What follows belongs to an exercise in optimizing a design on an open flow for small area, a short achievable clock period and few clock cycles; a production flow would make more cautious choices. In this exercise RTL edits were held to simulation tests only and were not proved equivalent to the original. Power and IR drop assume default switching activity.

`flow/design.v`:
```
`default_nettype none
package sau_pkg;
    localparam int WORD_W   = 32;
    localparam int MODE_W   = 3;
    localparam int STATUS_W = 3;
    localparam int DEPTH_W  = 7;
    localparam logic [MODE_W-1:0] MODE_NOP  = 3'd0;
    localparam logic [MODE_W-1:0] MODE_PUSH = 3'd1;
    localparam logic [MODE_W-1:0] MODE_SWAP = 3'd2;
    localparam logic [MODE_W-1:0] MODE_ADD  = 3'd3;
    localparam logic [MODE_W-1:0] MODE_SUB  = 3'd4;
    localparam logic [MODE_W-1:0] MODE_DIV  = 3'd5;
    localparam logic [STATUS_W-1:0] STAT_OK      = 3'd0;
    localparam logic [STATUS_W-1:0] STAT_SHORT   = 3'd1;
    localparam logic [STATUS_W-1:0] STAT_DIVZERO = 3'd2;
    localparam logic [STATUS_W-1:0] STAT_FULL    = 3'd3;
    localparam logic [STATUS_W-1:0] STAT_HALTED  = 3'd4;
    typedef enum logic [2:0] {
        ST_IDLE,
        ST_EXEC,
        ST_SWAP2,
        ST_DIVW,
        ST_RESP
    } sau_state_t;
endpackage
`default_nettype wire
`default_nettype none
module sau_ram #(
    parameter int WIDTH = 32,
    parameter int DEPTH = 62
) (
    input  wire logic             clk,
    input  wire logic             we,
    input  wire logic [6:0]       cnt,
    input  wire logic [WIDTH-1:0] wdata,
    output logic      [WIDTH-1:0] rdata
);
    logic [DEPTH*WIDTH-1:0] mem_q;
    always_ff @(posedge clk)
    begin
        for (int j = 0; j < DEPTH; j++)
        begin
            if (we && (cnt == 7'(j + 2)))
            begin
                mem_q[j*WIDTH +: WIDTH] <= wdata;
            end
        end
    end
    always_comb
    begin
        rdata = '0;
        for (int j = 0; j < DEPTH; j++)
        begin
            rdata = rdata | ({WIDTH{cnt == 7'(j + 3)}} & mem_q[j*WIDTH +: WIDTH]);
        end
    end
endmodule
`default_nettype wire
`default_nettype none
import sau_pkg::*;
module sau_div (
    input  wire logic                       clk,
    input  wire logic                       rst_n,
    input  wire logic                       start,
    input  wire logic [sau_pkg::WORD_W-1:0] num,
    input  wire logic [sau_pkg::WORD_W-1:0] den,
    input  wire logic                       qbit,
    output logic                            busy,
    output logic                            shift,
    output logic                            step,
    output logic                            done,
    output logic      [4:0]                 shamt,
    output logic      [sau_pkg::WORD_W-1:0] quot
);
    function automatic logic [5:0] abs_msb(input logic [31:0] x);
        logic [31:0] y;
        logic [31:0] hi;
        logic [31:0] h;
        logic [31:0] zl;
        logic [31:0] ha;
        logic [4:0]  pos;
        y = x ^ {32{x[31]}};
        hi[31] = 1'b0;
        for (int i = 30; i >= 0; i--) hi[i] = hi[i+1] | y[i+1];
        h = y & ~hi;
        zl[0] = 1'b1;
        for (int i = 1; i < 32; i++) zl[i] = zl[i-1] & ~x[i-1];
        ha[0] = (h[0] & ~(x[31] & zl[0])) | (x[31] & ~|y);
        for (int i = 1; i < 32; i++)
            ha[i] = (h[i] & ~(x[31] & zl[i])) | (h[i-1] & x[31] & zl[i-1]);
        pos = '0;
        for (int i = 0; i < 32; i++) if (ha[i]) pos = pos | 5'(i);
        abs_msb = {~|x, pos};
    endfunction
    logic [1:0]  ph_reg;
    logic [4:0]  pn_reg, pd_reg;
    logic        nz_reg;
    logic        neg_reg;
    logic [4:0]  it_reg;
    logic [30:0] q_reg;
    logic [5:0]  sdiff;
    logic        qzero;
    logic [30:0] zl;
    logic [5:0]  msb_n, msb_d;
    assign msb_n = abs_msb(num);
    assign msb_d = abs_msb(den);
    assign sdiff = {1'b0, pn_reg} - {1'b0, pd_reg};
    assign qzero = nz_reg | sdiff[5];
    assign shamt = sdiff[4:0];
    assign shift = (ph_reg == 2'd1);
    assign step  = (ph_reg == 2'd2);
    assign busy  = shift | step;
    assign done  = (shift & qzero) | (step & (it_reg == 5'd0));
    always_ff @(posedge clk or negedge rst_n)
    begin
        if (!rst_n)
        begin
            ph_reg <= 2'd0;
        end
        else if (start)
        begin
            ph_reg <= 2'd1;
        end
        else if (done)
        begin
            ph_reg <= 2'd0;
        end
        else if (shift)
        begin
            ph_reg <= 2'd2;
        end
    end
    always_ff @(posedge clk)
    begin
        if (start)
        begin
            nz_reg  <= msb_n[5];
            pn_reg  <= msb_n[4:0];
            pd_reg  <= msb_d[4:0];
            neg_reg <= num[31] ^ den[31];
        end
        if (shift)
        begin
            it_reg <= sdiff[4:0];
            q_reg  <= '0;
        end
        else if (step)
        begin
            it_reg <= it_reg - 5'd1;
            q_reg  <= {q_reg[29:0], qbit};
        end
    end
    always_comb
    begin
        zl[0] = 1'b1;
        for (int i = 1; i < 31; i++) zl[i] = zl[i-1] & ~q_reg[i-1];
    end
    always_comb
    begin
        quot[0] = qbit;
        for (int i = 1; i < 32; i++)
        begin
            if (!neg_reg)
                quot[i] = q_reg[i-1];
            else if (qbit)
                quot[i] = ~q_reg[i-1];
            else
                quot[i] = q_reg[i-1] ^ ~zl[i-1];
        end
        if (shift)
            quot = '0;
    end
endmodule
`default_nettype wire
`default_nettype none
import sau_pkg::*;
module stack_arith_unit #(
    parameter int STACK_DEPTH = 64
) (
    input  wire logic        clk,
    input  wire logic        rst_n,
    input  wire logic        s_tvalid,
    output logic             s_tready,
    input  wire logic [31:0] s_tdata,    
    input  wire logic [2:0]  s_tuser,    
    output logic             m_tvalid,
    input  wire logic        m_tready,
    output logic      [47:0] m_tdata     
);
    logic                in_valid_reg;
    logic [MODE_W-1:0]   in_op_reg;
    logic [WORD_W-1:0]   in_data_reg;
    logic [WORD_W-1:0]   top_reg, top_next;
    logic [WORD_W-1:0]   sec_reg, sec_next;
    logic                sec_hi_reg, sec_hi_next;
    logic [DEPTH_W-1:0]  cnt_reg, cnt_next;
    logic                halted_reg;
    logic [STATUS_W-1:0] status_reg;
    logic                st_valid_reg;
    logic                skid_valid_reg;
    logic [41:0]         skid_reg;
    logic                op_push, op_swap, op_arith, op_div, op_bin;
    logic                full, short_stk, top_zero;
    logic                x_push, x_swap, x_arith, x_div;
    logic [STATUS_W-1:0] st_code;
    logic                adv, commit, skid_load;
    logic                sub_m;
    logic [33:0]         add_full;
    logic [32:0]         res;
    logic [WORD_W-1:0]   abs_top, abs_sec;
    logic [WORD_W-1:0]   mem_rdata;
    logic                div_busy, div_shift, div_step, div_done;
    logic [4:0]          div_shamt;
    logic [WORD_W-1:0]   div_quot;
    assign op_push   = (in_op_reg == MODE_PUSH);
    assign op_swap   = (in_op_reg == MODE_SWAP);
    assign op_arith  = (in_op_reg == MODE_ADD) || (in_op_reg == MODE_SUB);
    assign op_div    = (in_op_reg == MODE_DIV);
    assign op_bin    = op_swap || op_arith || op_div;
    assign full      = cnt_reg[6];
    assign short_stk = ~|cnt_reg[6:1];
    assign top_zero  = ~|top_reg;
    assign x_push    = !halted_reg && op_push && !full;
    assign x_swap    = !halted_reg && op_swap && !short_stk;
    assign x_arith   = !halted_reg && op_arith && !short_stk;
    assign x_div     = !halted_reg && op_div && !short_stk && !top_zero;
    always_comb
    begin
        if (halted_reg)
            st_code = STAT_HALTED;
        else if (op_push && full)
            st_code = STAT_FULL;
        else if (op_bin && short_stk)
            st_code = STAT_SHORT;
        else if (op_div && top_zero)
            st_code = STAT_DIVZERO;
        else
            st_code = STAT_OK;
    end
    assign adv       = in_valid_reg && !skid_valid_reg && !div_busy;
    assign commit    = (adv && !x_div) || div_done;
    assign skid_load = adv && st_valid_reg && !m_tready;
    assign s_tready  = !in_valid_reg || (!skid_valid_reg && !div_busy);
    assign sub_m    = div_busy ? !sec_hi_reg : in_op_reg[2];
    assign add_full = {sec_hi_reg, sec_reg, 1'b1} +
                      {sub_m, top_reg ^ {WORD_W{sub_m}}, sub_m};
    assign res      = add_full[33:1];
    assign abs_top  = top_reg[31] ? (WORD_W'(0) - top_reg) : top_reg;
    assign abs_sec  = sec_reg[31] ? (WORD_W'(0) - sec_reg) : sec_reg;
    sau_ram #(
        .WIDTH(WORD_W),
        .DEPTH(STACK_DEPTH - 2)
    ) u_stack_ram (
        .clk   (clk),
        .we    (adv && x_push),
        .cnt   (cnt_reg),
        .wdata (sec_reg),
        .rdata (mem_rdata)
    );
    sau_div u_div (
        .clk   (clk),
        .rst_n (rst_n),
        .start (adv && x_div),
        .num   (sec_reg),
        .den   (top_reg),
        .qbit  (!res[32]),
        .busy  (div_busy),
        .shift (div_shift),
        .step  (div_step),
        .done  (div_done),
        .shamt (div_shamt),
        .quot  (div_quot)
    );
    always_comb
    begin
        top_next    = top_reg;
        sec_next    = sec_reg;
        sec_hi_next = sec_hi_reg;
        cnt_next    = cnt_reg;
        if (adv)
        begin
            if (x_push)
            begin
                top_next = in_data_reg;
                sec_next = top_reg;
                cnt_next = cnt_reg + 7'd1;
            end
            else if (x_swap)
            begin
                top_next = sec_reg;
                sec_next = top_reg;
            end
            else if (x_arith)
            begin
                top_next = res[31:0];
                sec_next = mem_rdata;
                cnt_next = cnt_reg - 7'd1;
            end
            else if (x_div)
            begin
                top_next    = abs_top;
                sec_next    = abs_sec;
                sec_hi_next = 1'b0;
            end
        end
        else if (div_done)
        begin
            top_next = div_quot;
            sec_next = mem_rdata;
            cnt_next = cnt_reg - 7'd1;
        end
        else if (div_shift)
        begin
            top_next = top_reg << div_shamt;
        end
        else if (div_step)
        begin
            top_next    = top_reg >> 1;
            sec_next    = res[31:0];
            sec_hi_next = res[32];
        end
    end
    always_ff @(posedge clk or negedge rst_n)
    begin
        if (!rst_n)
        begin
            in_valid_reg   <= 1'b0;
            top_reg        <= '0;
            cnt_reg        <= '0;
            halted_reg     <= 1'b0;
            st_valid_reg   <= 1'b0;
            skid_valid_reg <= 1'b0;
        end
        else
        begin
            if (s_tready)
            begin
                in_valid_reg <= s_tvalid;
            end
            top_reg <= top_next;
            cnt_reg <= cnt_next;
            if (adv && (st_code != STAT_OK))
            begin
                halted_reg <= 1'b1;
            end
            if (commit)
            begin
                st_valid_reg <= 1'b1;
            end
            else if (adv || (m_tready && !skid_valid_reg))
            begin
                st_valid_reg <= 1'b0;
            end
            if (skid_valid_reg)
            begin
                skid_valid_reg <= !m_tready;
            end
            else
            begin
                skid_valid_reg <= skid_load;
            end
        end
    end
    always_ff @(posedge clk)
    begin
        if (s_tready)
        begin
            in_op_reg   <= s_tuser;
            in_data_reg <= s_tdata;
        end
        sec_reg    <= sec_next;
        sec_hi_reg <= sec_hi_next;
        if (commit)
        begin
            status_reg <= div_done ? STAT_OK : st_code;
        end
        if (skid_load)
        begin
            skid_reg <= {cnt_reg, top_reg, status_reg};
        end
    end
    assign m_tvalid = skid_valid_reg || st_valid_reg;
    assign m_tdata  = {6'b0, skid_valid_reg ? skid_reg : {cnt_reg, top_reg, status_reg}};
endmodule
`default_nettype wire
```
`flow/run.sh`:
```
#!/bin/bash
# synth_recipe.tcl (not shown) runs the flow's synth.tcl, then flattens the netlist and writes it again
# the make line also repeats each setting of config.mk as NAME=value (left out here)
make -C /OpenROAD-flow-scripts/flow DESIGN_CONFIG=/design/flow/config.mk WORK_HOME=/design/flow/orfs CLKGATE_MAP_FILE= SYNTH_SCRIPT=/design/flow/synth_recipe.tcl finish
```
`flow/config.mk`:
```
export PLATFORM = sky130hd
export DESIGN_NAME = stack_arith_unit
export DESIGN_NICKNAME = stack_arith_unit
export VERILOG_FILES = /design/flow/design.v
export SDC_FILE = /design/flow/constraint.sdc
export NUM_CORES = 4
export LEC_CHECK = 0
export CAP_MARGIN = 20
export CORE_MARGIN = 2
export CORE_UTILIZATION = 40
export SLEW_MARGIN = 20
```
`flow/constraint.sdc`:
```
create_clock -name core_clock -period 8.0 [get_ports {clk}]
set_input_delay 1.6000 -clock core_clock [delete_from_list [all_inputs] [get_ports {clk}]]
set_output_delay 1.6000 -clock core_clock [all_outputs]
set_load 0.01 [all_outputs]
```
==> results list, run 1 <==
- H-Tree Level Count: 4
* Total wire length: between 300000 and 400000 um
- Max FFs per register: 1984
- In this run the tool buffered the top-level ports with 82 buffer cells.
* Number of instances in the synthesized netlist: ~6300
- STA puts the critical path data arrival time at 7620 ps.
* Worst endpoint required time: 8680 ps
- Number of buffers created by CTS: 216
- Worst hold start: status_reg[0]
* Final clock period utilization by the worst path: 0.868
* Max capacitance violation total: 0
- PwrDens: 417 nW/um^2
- Drt drc: 0
* Routed met1 length: 136000 um
* Final estimated routing congestion in global placement: 0.917
- The number of hold buffers added after CTS was 0.
* Amount of wire on met3 after detailed routing: 58500 um
* Synth Flop Type: edfxtp_1
- # IOs: 89
- Worst reg2reg path depth: 34
* Vias in the first global route: 61000
- The worst setup path is captured at a flop.
- Measured against its own limit, the worst slew margin works out to 0.129.
* Layout overhead on the synthesized area: 14.8%
- For this run, the post-layout net count is 6634.
- Once detail routing completed, the nets flagged for antenna violations numbered 0.
* DR iter-0 viols: 12200
- In this run, post-CTS repair resized a total of 0 instances.
* Post-Synthesis Cell Area: 91100 um^2
- Maximum number of pins on one net before global-route repair: 76
- The clock drives 2190 sinks.
- Once placement finished, the instance area stood at just under 100000 um^2.
* GRT Residual Overflow: 0
- On the critical path the largest part of the delay comes from adder cells.
- Number of vias in the routed layout: 66900
* Share of flip-flops with an asynchronous set or reset after synthesis: 0.0205
- Static leakage power: 34.0 nW
* Number of synthesized flops with an enable pin: around 2100
* Crit Path Max Fanout: 4
* Average footprint of a synthesized cell: 14.4 um^2
* Count of final setup violators: 0
* Pin slew with the least headroom to its limit: 1310 ps
- The initial utilization of the core area, before any placement, comes to 0.401.
- After floorplanning, the core was divided into 175 placement rows.
- The worst register-to-register path begins at u_div.q_reg[1].
- WHS Path Cells: 0
- Number of pins exceeding their max-slew limit in the final report: 0
* Highest routed metal layer: met5
* Sort of element at the start of the critical path: flop
* Delay of the slowest critical-path stage: 420 ps
- Yosys mapped the design onto 102 distinct sky130hd cell types.
- The endpoint identified for the worst register-to-register timing path is top_reg[30].
* Slowest stage cell, crit path: a2111oi_0
* Sum of negative setup slack: 0 ps
- The critical path is of the reg -> reg type.
* Setup fix buffers added after clock tree synthesis: 0
- Flip-flop and latch count after synthesis: 2190
* Die boundary height: between 400 and 500 um
- Detailed-routed wire length on met2: 168000 um
- The final hold violation count was 0.
- In this run the horizontal extent of the chip is between 400 and 500 um.
* Average vias per placed instance: 6.88
- Total of warnings raised by yosys: 3
- Sequential fraction of the synthesis area: 0.716
- TritonCTS built the clock tree.
- Placeable core region: 227000 um^2
- Summed over all nets, the half-perimeter wirelength after detailed placement is about 220000 um.
- Clock skew: 139 ps
- Global-route wire length before repair: 522000 um
- Setup repair after global routing missed its margin: false
- Setup slack, reg-to-reg: 1050 ps
* Most prevalent standard cell on the critical path: ha_1
- After routing the design area is 105000 um^2.
* Clk Latency, worst-skew pair: 940 ps
* Average wire length per cell after detail routing: roughly 40 um
* Total Die Area: between 200000 and 250000 um^2
- Combined buffer and inverter count along the critical path: 1
- CTS clk-pin slew, worst paths: about 60 ps
- Worst Hold Path EP: skid_reg[0]
* Clock Path Buffers: 3
- Highest ir drop seen on vdd: roughly 0.34 mV
- Total routing usage reported by global routing: 0.329
* Initial antenna violation count: 20
- In this run the clock root is driven by a clkbuf_16.
- The worst hold path belongs to the class reg -> reg.
- Status: complete, no violations
* Minimum clock period: a little under 7000 ps
- The first detailed-routing pass took 9 iterations.
- Derived from the worst setup path, the maximum achievable clock frequency is between 100 and 150 MHz.
- In the final layout, the share of cells above drive strength 1 is 0.134.
## cells in the mapped netlist, types with 42 or more instances
| library cell | instances | area share |
|---|---|---|
| a21oi_1 | 138 | 0.0076 |
| a22oi_1 | 973 | 0.080 |
| a31oi_1 | 43 | 0.0030 |
| buf_1 | 42 | 0.0017 |
| buf_2 | 58 | 0.0032 |
| clkbuf_1 | 347 | 0.014 |
| dfrtp_1 | 45 | 0.012 |
| edfxtp_1 | 2114 | 0.70 |
| ha_1 | 84 | 0.012 |
| inv_1 | 80 | 0.0033 |
| mux2i_1 | 78 | 0.0086 |
| nand2_1 | 539 | 0.022 |
| nand3_1 | 194 | 0.011 |
| nand4_1 | 152 | 0.010 |
| nor2_1 | 280 | 0.012 |
| nor3_1 | 181 | 0.0099 |
| nor4_1 | 92 | 0.0063 |
| o21ai_0 | 134 | 0.0074 |
| xnor2_1 | 105 | 0.010 |
## report_power, final
group	total [mW]	switching (mW)	internal (mW)
sequential	15.5	0.537	15.0
clock	10.5	4.66	5.82
combinational	17.6	12.4	5.21
total	43.6	17.6	26.0
## per-stage QoR
step	hold slack [ps]	total power, mW	setup WS, ps	std cells	util
final	462	43.6	1050	9717	0.461
after global routing	482	44.9	703	9702	0.461
after CTS	459	43.0	1070	9698	0.461
after detailed placement	444	32.6	1180	9300	0.429
after global placement	438	32.4	1020	9297	0.428
after floorplan	420	25.8	1760	6351	-
## final cells by class
type	count	area, um^2
inverters	84	315
fillers	19700	122000
well taps	3009	3760
multi-input cells	3619	24600
clock inverters	153	1750
clock buffers	245	5510
diodes	18	45.0
repair buffers	399	3320
flip-flops and latches	2190	65200
## layout by cell type (no fill, tap or decap), drive strengths merged, types with 45 or more instances in the layout
| cell type | n |
|---|---|
| o21ai | 139 |
| clkbuf | 245 |
| nor4 | 94 |
| nor2 | 282 |
| clkinv | 112 |
| edfxtp | 2114 |
| nor3 | 184 |
| buf | 318 |
| clkdlybuf4s50 | 81 |
| ha | 84 |
| a21oi | 138 |
| a22oi | 974 |
| nand2 | 539 |
| dfrtp | 45 |
| inv | 82 |
| xnor2 | 105 |
| nand3 | 194 |
| nand4 | 152 |
| mux2i | 78 |
## cells by family (layout without fill, tap and decap cells)
kind of cell | count (synthesis) | after routing | synth area share
other | 1 | 24 | 0.0000412
muxes | 137 | 137 | 0.0188
DFF | 2190 | 2190 | 0.716
buffers and inverters | 542 | 881 | 0.0237
AOI/OAI and AO/OA | 1631 | 1631 | 0.130
and+or+nand+nor | 1614 | 1614 | 0.0852
adders and majority gates | 86 | 86 | 0.0119
xor gates and xnor gates | 145 | 145 | 0.0139
## layer usage
metal | track usage | vias to the layer above
met5 | 0.00725 | -
met1 | 0.425 | 33700
met4 | 0.191 | 18
met3 | 0.104 | 1393
met2 | 0.489 | 6096
li1 | - | 25700
## worst max path at each step
stage	start	endpoint	slack (ps)	cells after the start
after floorplan	u_div.q_reg[1]	top_reg[30]	1760	34
final	u_div.q_reg[1]	top_reg[30]	1050	34
after detailed placement	u_div.q_reg[1]	top_reg[30]	1180	34
after global placement	u_div.q_reg[1]	top_reg[30]	1020	34
after CTS	u_div.q_reg[1]	top_reg[30]	1070	34
after global routing	u_div.q_reg[0]	top_reg[30]	700	34
Testbench counts, summed over its fixed seeds: cycles 35,812.
==> inputs of run 2 (changes only) <==
--- a/flow/design.v
+++ b/flow/design.v
@@ -70,8 +70,17 @@
     output logic                            step,
     output logic                            done,
     output logic      [4:0]                 shamt,
-    output logic      [sau_pkg::WORD_W-1:0] quot
+    output logic      [sau_pkg::WORD_W-1:0] quot,
+    output logic      [sau_pkg::WORD_W-1:0] num_abs,
+    output logic      [sau_pkg::WORD_W-1:0] den_abs
 );
+    function automatic logic [31:0] or_below(input logic [31:0] x);
+        logic [31:0] t;
+        t = x;
+        for (int d = 1; d < 32; d = d * 2)
+            t = t | (t << d);
+        or_below = t << 1;
+    endfunction
     function automatic logic [5:0] abs_msb(input logic [31:0] x);
         logic [31:0] y;
         logic [31:0] hi;
@@ -80,11 +89,12 @@
         logic [31:0] ha;
         logic [4:0]  pos;
         y = x ^ {32{x[31]}};
-        hi[31] = 1'b0;
-        for (int i = 30; i >= 0; i--) hi[i] = hi[i+1] | y[i+1];
+        hi = y;
+        for (int d = 1; d < 32; d = d * 2)
+            hi = hi | (hi >> d);
+        hi = hi >> 1;
         h = y & ~hi;
-        zl[0] = 1'b1;
-        for (int i = 1; i < 32; i++) zl[i] = zl[i-1] & ~x[i-1];
+        zl = ~or_below(x);
         ha[0] = (h[0] & ~(x[31] & zl[0])) | (x[31] & ~|y);
         for (int i = 1; i < 32; i++)
             ha[i] = (h[i] & ~(x[31] & zl[i])) | (h[i-1] & x[31] & zl[i-1]);
@@ -92,6 +102,9 @@
         for (int i = 0; i < 32; i++) if (ha[i]) pos = pos | 5'(i);
         abs_msb = {~|x, pos};
     endfunction
+    function automatic logic [31:0] abs_val(input logic [31:0] x);
+        abs_val = x ^ ({32{x[31]}} & or_below(x));
+    endfunction
     logic [1:0]  ph_reg;
     logic [4:0]  pn_reg, pd_reg;
     logic        nz_reg;
@@ -100,8 +113,10 @@
     logic [30:0] q_reg;
     logic [5:0]  sdiff;
     logic        qzero;
-    logic [30:0] zl;
+    logic [31:0] nzl;
     logic [5:0]  msb_n, msb_d;
+    assign num_abs = abs_val(num);
+    assign den_abs = abs_val(den);
     assign msb_n = abs_msb(num);
     assign msb_d = abs_msb(den);
     assign sdiff = {1'b0, pn_reg} - {1'b0, pd_reg};
@@ -150,11 +165,7 @@
             q_reg  <= {q_reg[29:0], qbit};
         end
     end
-    always_comb
-    begin
-        zl[0] = 1'b1;
-        for (int i = 1; i < 31; i++) zl[i] = zl[i-1] & ~q_reg[i-1];
-    end
+    assign nzl = or_below({1'b0, q_reg});
     always_comb
     begin
         quot[0] = qbit;
@@ -165,7 +176,7 @@
             else if (qbit)
                 quot[i] = ~q_reg[i-1];
             else
-                quot[i] = q_reg[i-1] ^ ~zl[i-1];
+                quot[i] = q_reg[i-1] ^ nzl[i-1];
         end
         if (shift)
             quot = '0;
@@ -245,14 +256,12 @@
     assign add_full = {sec_hi_reg, sec_reg, 1'b1} +
                       {sub_m, top_reg ^ {WORD_W{sub_m}}, sub_m};
     assign res      = add_full[33:1];
-    assign abs_top  = top_reg[31] ? (WORD_W'(0) - top_reg) : top_reg;
-    assign abs_sec  = sec_reg[31] ? (WORD_W'(0) - sec_reg) : sec_reg;
     sau_ram #(
         .WIDTH(WORD_W),
         .DEPTH(STACK_DEPTH - 2)
     ) u_stack_ram (
         .clk   (clk),
-        .we    (adv && x_push),
+        .we    (op_push),
         .cnt   (cnt_reg),
         .wdata (sec_reg),
         .rdata (mem_rdata)
@@ -269,7 +278,9 @@
         .step  (div_step),
         .done  (div_done),
         .shamt (div_shamt),
-        .quot  (div_quot)
+        .quot  (div_quot),
+        .num_abs (abs_sec),
+        .den_abs (abs_top)
     );
     always_comb
     begin
--- a/flow/config.mk
+++ b/flow/config.mk
@@ -5,7 +5,10 @@
 export SDC_FILE = /design/flow/constraint.sdc
 export NUM_CORES = 4
 export LEC_CHECK = 0
+export ABC_CLOCK_PERIOD_IN_PS = 2500
 export CAP_MARGIN = 20
 export CORE_MARGIN = 2
 export CORE_UTILIZATION = 40
+export SETUP_SLACK_MARGIN = 5
 export SLEW_MARGIN = 20
+export TNS_END_PERCENT = 100
==> run 2 against run 1 <==
Against the previous run: wire length rose by 10%; non-clock buffer count rose by 694; sequential power barely moved; die area fell by 0.76%; via count rose by 5.6%; critical endpoint is now top_reg[31]; global-route usage rose by 2.7 points; synthesized cell count fell by 4.0%; total power rose by 23%; final cell count rose by 4.5%; flip-flop and latch count did not move; final area rose by 12%; register-to-register slack improved by 2900 ps.
==> results list, run 2 <==
- The switching part of the total power came to 0.415 (+0.0117).
- Synth cell count leaders: 2114 x edfxtp_1, 860 x a22oi_1, 439 x nand2_1
- Top-count cell post-synth: edfxtp_1
- Setup repair after global routing could not meet its margin everywhere.
- Total routing usage reported by global routing: 0.356 (+0.0269)
- In this run the clock root is driven by a clkbuf_16.
* Data arrival time of the critical path: 4790 ps (-2830 ps)
- Share of the synthesized area in the top cell type: 0.702 (+0.00539)
- Delay of the slowest critical-path stage: 440 ps (+20 ps)
- The number of max-cap violations came to 0 (unchanged).
* Vias in the first global route: 62800 (+3.0%)
* PwrDens: 457 nW/um^2 (+9.7%)
- The via-per-instance ratio is 6.95 (+1.0%).
- The setup clock skew after layout is 94.0 ps (-44.7 ps).
- The headroom to the max-slew limit came to 0.214 (+0.0847).
- Fmax: 246 MHz (+71%)
* Worst endpoint required time: 8730 ps (+50 ps)
- HPWL after detailed placement: 223000 um (+0.45%)
* H-Tree Level Count: 4 (unchanged)
* Number of instances in the synthesized netlist: 6090 (-4.0%)
* Sequential fraction of the synthesis area: 0.722 (+0.00553)
* Synth Flop Type: edfxtp_1
* Number of pins exceeding their max-slew limit in the final report: 0 (unchanged)
- Combined buffer and inverter count along the critical path: 4 (+3)
- Number of standard cells in the final layout excluding fillers: 10200 (+4.5%)
- # nets final: 7064 (+6.5%)
- The detailed-route wire length per cell is 42.4 um (+5.3%).
- Drt drc: 0 (unchanged)
* Post-CTS Hold Buffers: 0 (unchanged)
- The area share of fa/ha/maj cells after synthesis is 0.00770 (-0.00417).
* Flip-flop and latch count after synthesis: 2190 (unchanged)
* Top cells by area in the synthesized netlist: edfxtp_1 70%, a22oi_1 7.1%, nand2_1 1.8%, dfrtp_1 1.2%, clkbuf_1 1.1%
- From synthesis to final layout, the design area changed by 29.6%.
* Final estimated routing congestion in global placement: 0.967 (+5.5%)
- The fraction of registers with async set or reset after synthesis was 0.0205 (unchanged).
* Simple logic cell fraction of the synthesized area: 0.0790 (-0.00626)
* Number of routed nets with antenna violations: 0 (unchanged)
- Sum of negative setup slack: 0 ps (unchanged)
* Average footprint of a synthesized cell: 14.8 um^2 (+3.4%)
* GRT Residual Overflow: 0 (unchanged)
- Traced cell by cell, the critical path runs through inv_2, ha_4, buf_6, nand2b_4, buf_12, nand2_8, xnor2_4, ha_4, buf_6, and3b_1, a31oi_2, a21o_2, a211oi_4, o211ai_1, a21oi_2, mux2i_1, and4b_1, a211oi_2.
- The design area is 117000 um^2 (+12%).
- Slowest stage cell, crit path: a211oi_4
* Fraction of final layout cells sized beyond drive strength 1: 0.304 (+0.171)
* Setup slack of the critical path after layout: 3940 ps (+2890 ps)
* Max FFs per register: 1984 (unchanged)
- Capturing element type of the critical path: flop
- Site row count: 174 (-0.57%)
* Final clock period utilization by the worst path: 0.508 (-0.361)
- Final Util: 0.521 (+0.0602)
* Minimum clock period: 4060 ps (-2890 ps)
- The routed wire length was 431000 um (+10%).
- The standby leakage power was 40.0 nW (+18%).
- The maximum fanout count along the critical path came to 4 (unchanged).
* Port Buffers: 82 (unchanged)
* Pin slew with the least headroom to its limit: 1180 ps (-127 ps)
- Standard cell area after detailed placement: 96900 um^2 (-0.34%)
* Combinational fraction of design power: 0.522 (+0.119)
* Top Family by Delay on Critical Path: compound AO/OA/AOI/OAI gates
* Placeable core region: 225000 um^2 (-0.96%)
* Crit Path Category: reg -> reg
- The sum of internal, switching and leakage power was 53.5 mW (+23%).
- The number of iterations in the first detailed-routing pass is 7 (-2).
- Starting density of the core: 0.402 (+0.000765)
- Clock Path Buffers: 3 (unchanged)
- The number of antenna violations at the first check in global routing was 38 (+90%).
- The share of the synthesized area in compound gates (AO/OA/AOI/OAI) is 0.131 (+0.000784).
- The total of endpoints with negative setup slack in the final report came to 0 (unchanged).
* DR iter-0 viols: 15400 (+26%)
* Global-route wire length before repair: 557000 um (+6.8%)
* Min-Delay Path Class: reg -> reg
- TritonCTS built the clock tree.
* Number of library cell types mapped by synthesis: 108 (+5.9%)
- Clock network power share: 0.185 (-0.055)
- The clock net sink count was 2190 (unchanged).
* CTS clk-pin slew, worst paths: 60 ps (about the same)
* # IOs: 89 (unchanged)
- The multiplexer area fraction after synthesis came to 0.0221 (+0.00323).
- The post-placement cell count came to 9003 (-3.2%).
- Total of warnings raised by yosys: 3 (unchanged)
- Total Die Area: 230000 um^2 (-0.76%)
* Final Hold Viols: 0 (unchanged)
- The final-layout worst hold slack came to 454 ps (-7.77 ps).
* Sort of element at the start of the critical path: flop
* Number of vias in the routed layout: 70600 (+5.6%)
- The power spent charging and discharging nets is 22.2 mW (+26%).
- Clk Latency, worst-skew pair: 940 ps (about the same)
- Number of buffers created by CTS: 211 (-2.3%)
- Commonest non-fill, non-tap cells in the layout: 2114 x edfxtp_1, 788 x a22oi_1, 600 x buf_4
* Yosys top cell by area: edfxtp_1
* Internal power: 31.3 mW (+20%)
* Fill cells: 18100 (-8.4%)
- The horizontal die dimension is 479 um (-0.38%).
* Post-Synthesis Cell Area: 90400 um^2 (-0.77%)
- The library cell used most frequently in the layout, excluding fill and tap cells, is edfxtp_1.
* Highest ir drop seen on vdd: 0.408 mV (+20%)
- The post-synthesis xor/xnor area fraction is 0.0155 (+0.00156).
* Dominant combinational cell family by area after synthesis: compound AO/OA/AOI/OAI gates
- The part of the total power dissipated in sequential elements is 0.293 (-0.063).
- Status: complete, no violations
- Die boundary height: 479 um (-0.38%)
- The post-placement worst setup slack came to 2850 ps (+1670 ps).
* Number of synthesized flops with an enable pin: 2114 (unchanged)
- Maximum number of pins on one net before global-route repair: 101 (+33%)
==> run 2: cell types whose count changed in the layout (fill, tap and decap cells not counted), sizes merged, moves of 25 or more <==
cell / change
clkbuf: +38
nand3: -107
clkdlybuf4s50: -44
ha: -30
nor4: -25
bufbuf: +32
nand4: -27
a222oi: +59
buf: +687
a22oi: -114
nand2: -94
==> run 2: cell type report <==
cell class | instances | area (um^2) | area share
Antenna cell | 23 | 57.6 | 0.000491
Clock buffer | 266 | 5510 | 0.0470
Clock inverter | 115 | 1180 | 0.0101
Inverter | 61 | 260 | 0.00222
Multi-Input combinational cell | 3413 | 28300 | 0.242
Sequential cell | 2190 | 65300 | 0.557
Tap cell | 2992 | 3740 | 0.0320
Timing Repair Buffer | 1093 | 12700 | 0.109
==> run 2: timing repair <==
| item | in CTS | in global routing |
|---|---|---|
| gates cloned | 48 | 14 |
| setup endpoints to repair | 1852 | 762 |
| setup buffers | 489 | 195 |
| pin swaps | 283 | 221 |
| resized for setup | 1166 | 387 |
==> run 2: final timing paths <==
path,start,endpoint,slack [ps],cells past startpoint
worst max-delay path,u_div.ph_reg[0],top_reg[31],3940,18
worst min-delay path,status_reg[0],skid_reg[0],450,0
worst max register to register,u_div.ph_reg[0],top_reg[31],3940,18
worst min register to register,status_reg[0],skid_reg[0],450,0
max in group asynchronous,rst_n,top_reg[2],6370,2
min in group asynchronous,rst_n,skid_valid_reg,910,2
==> run 2: logic make-up after synthesis <==
group | count (synthesis)
buffers and inverters | 500
AND/OR/NAND/NOR | 1416
AO/OA/AOI/OAI | 1608
XOR/XNOR | 160
other | 1
multiplexers | 160
flip-flops | 2190
adder cells (fa/ha/maj) | 55
==> run 2: layer usage <==
layer  track usage  routed length (um)  up-vias
met5             0                 308        -
met4         0.219               36400       38
met3         0.141               74000     1803
met2         0.513              178000     7288
met1         0.450              142000    35000
li1              -                   -    26500
==> run 2: worst reg2reg max path: cells and delay by family, from the launching register on <==
family	cells	cell delay (ps)
XOR/XNOR	1	150
adder cells (fa/ha/maj)	2	500
multiplexers	1	320
flip-flops	1	390
AO/OA/AOI/OAI	6	1400
AND/OR/NAND/NOR	4	710
buffers and inverters	4	450
==> run 2: power by group through the flow <==
stage / logic, mW / clock network (mW) / registers (mW)
2_1_floorplan: 10.6 / 0 / 16.4
6_report: 27.9 / 9.91 / 15.7
4_1_cts: 24.4 / 9.85 / 15.6
3_5_place_dp: 18.1 / 0 / 15.9
5_1_grt: 28.5 / 10.3 / 15.7
3_3_place_gp: 17.9 / 0 / 16.0
Testbench counts of run 2, summed over its fixed seeds: cycles 35,812.

-- port drivers added, routing unchanged --
How much do the figures lean on ideal ports? The routed layouts below were timed once more, with nothing changed but the port constraints.
Step 1 sets driving cells, clkbuf_16 on the clock port and buf_2 on the other inputs (assumed; they add their load-dependent delay and slew).
Step 2 also shifts input and output timing later by t, the mid clock arrival at the registers, as if the neighbouring blocks saw the same clock.
Slacks: ideal ports / drivers / drivers and shift; pairs: ideal ports / drivers.
run	shift t [ns]	setup slack, ns	worst hold slack (ns)	worst slew at a driven data input, ns	pins driven straight from the clock port
run 1	0.967	1.052 / 1.052 / 1.052	0.462 / 0.462 / 0.462	0.08	1
run 2	0.978	3.940 / 3.940 / 3.940	0.454 / 0.454 / 0.454	0.08	1
After both steps setup and hold are still met in every run listed.
